What follows belongs to an exercise in optimizing a design on an open flow for small area; a production flow would make more cautious choices.
The RTL was checked by simulation tests, not by an equivalence proof against the original design.
Power is estimated from default activity; no workload was simulated.

==> flow/design.v (excerpt) <==
module tone_to_dac #(
  parameter int unsigned CLK_HZ = audio_pkg::CLK_HZ,
  parameter int unsigned SIL    = audio_pkg::SIL
) (
  input  logic        clk,
  input  logic        rst,
  input  logic [31:0] toneL,
  input  logic [31:0] toneR,
  input  logic [2:0]  volume,
  input  logic        mute,
  output logic        audio_mclk,
  output logic        audio_lrck,
  output logic        audio_sck,
  output logic        audio_sdin
);
For scale: about 400 cells after synthesis, roughly 100 flip-flops, roughly 74 I/O pins, about 4700 um^2 of cells after synthesis.
==> flow/config.mk <==
export PLATFORM = sky130hd
export DESIGN_NAME = tone_to_dac
export DESIGN_NICKNAME = tone_to_dac
export VERILOG_FILES = /design/flow/design.v
export SDC_FILE = /design/flow/constraint.sdc
export NUM_CORES = 4
export LEC_CHECK = 0
export CAP_MARGIN = 20
export CORE_MARGIN = 2
export CORE_UTILIZATION = 40
export CTS_BUF_LIST = sky130_fd_sc_hd__clkbuf_2
export SLEW_MARGIN = 20
==> flow/constraint.sdc <==
create_clock -name core_clock -period 90.0 [get_ports {clk}]
set_input_delay 18.0000 -clock core_clock [delete_from_list [all_inputs] [get_ports {clk}]]
set_output_delay 18.0000 -clock core_clock [all_outputs]
set_load 0.01 [all_outputs]
standard.sh (not shown) runs the stock make flow with config.mk's settings and CLKGATE_MAP_FILE= SYNTH_SCRIPT=/design/flow/synth_recipe.tcl, a recipe that flattens the netlist after the stock synthesis.
==> flow/flow/run.sh <==
#!/bin/bash
# Standard layout with: the smallest buffer on the ports, no CTS dummy loads,
# no ABC pre-mapping before full-adder extraction, and every combinational
# cell downsized before the placement repair_design.
export BUFFER_PORTS_ARGS="-buffer_cell sky130_fd_sc_hd__buf_1"
export CTS_ARGS="-sink_clustering_enable -repair_clock_nets -dont_use_dummy_load -buf_list sky130_fd_sc_hd__clkbuf_16 -sink_clustering_size 50 -sink_clustering_max_diameter 500"
export SYNTH_ARGS="-noabc"
export PRE_RESIZE_TCL="$(pwd)/flow/downsize.tcl"
bash standard.sh > standard.log 2>&1
==> flow/flow/downsize.tcl <==
# Before the placement-stage repair_design: give every combinational cell its
# smallest drive strength (same function and pins); repair_design then fixes
# any slew or capacitance limit this breaks. Timing has tens of ns of slack.
set ::dont_use_list $::env(DONT_USE_CELLS)
proc ds_dont_use {name} {
  foreach pat $::dont_use_list { if {[string match $pat $name]} { return 1 } }
  return 0
}
set ::ds_best [dict create]
foreach lc [get_lib_cells *] {
  set n [get_name $lc]
  if {![regexp {^(sky130_fd_sc_hd__[a-z0-9]+)_([0-9]+)$} $n -> base sz]} { continue }
  if {[ds_dont_use $n]} { continue }
  set a [get_property $lc area]
  if {![dict exists $::ds_best $base] || $a < [lindex [dict get $::ds_best $base] 1]} {
    dict set ::ds_best $base [list $n $a]
  }
}
set ds_count 0
set ds_saved 0.0
foreach inst [get_cells *] {
  set ref [get_property $inst ref_name]
  if {![regexp {^(sky130_fd_sc_hd__[a-z0-9]+)_([0-9]+)$} $ref -> base sz]} { continue }
  # keep registers, clock cells, taps, ties and fillers as they are
  if {[regexp {^sky130_fd_sc_hd__(s?e?df|dl|clk|tap|conb|fill|decap|diode)} $ref]} { continue }
  if {![dict exists $::ds_best $base]} { continue }
  lassign [dict get $::ds_best $base] best barea
  if {$best eq $ref} { continue }
  set old [get_property [get_lib_cells $ref] area]
  if {$barea >= $old} { continue }
  replace_cell $inst [get_lib_cells $best]
  incr ds_count
  set ds_saved [expr {$ds_saved + $old - $barea}]
}
puts "downsize: replaced $ds_count cells, saved $ds_saved um2"
The first run completed without violations.
Edit:
--- a/flow/flow/run.sh
+++ b/flow/flow/run.sh
@@ -5,3 +5,3 @@
 export BUFFER_PORTS_ARGS="-buffer_cell sky130_fd_sc_hd__buf_1"
-export CTS_ARGS="-sink_clustering_enable -repair_clock_nets -dont_use_dummy_load -buf_list sky130_fd_sc_hd__clkbuf_16 -sink_clustering_size 50 -sink_clustering_max_diameter 500"
+export CTS_ARGS="-sink_clustering_enable -repair_clock_nets -dont_use_dummy_load -buf_list sky130_fd_sc_hd__clkbuf_16"
 export SYNTH_ARGS="-noabc"
Worst setup slack does not change.
Core utilization is unchanged.
First-iteration DRC count does not change.
Total power stays the same.
Combinational power barely changes.
Design area is unchanged.
Non-clock buffer count does not change.
Die area is unchanged.
Count of clock-buffer cells in the layout is unchanged.
Worst hold slack does not change.

port drivers added, routing unchanged:
The flow's constraints put no driver on any port. The routed layouts listed below were extracted and timed again, unchanged, in two steps.
Step 1 assumes that a clkbuf_16 drives the clock port and a buf_2 every other input.
Step 2 times the ports against the registers' clock, not the clock port: input delays grow and output delays shrink by t, the midpoint of the rising clock arrivals with the driver on.
a / b / c = no drivers / after step 1 / after step 2; a / b = the first two.
run | shift t [ns] | setup slack, ns | worst slew at a driven data input, ns
the first run | 0.369 | 69.495 / 69.459 / 69.525 | 0.04
the second run | 0.369 | 69.495 / 69.459 / 69.525 | 0.04
After both steps every run listed still meets setup and hold.
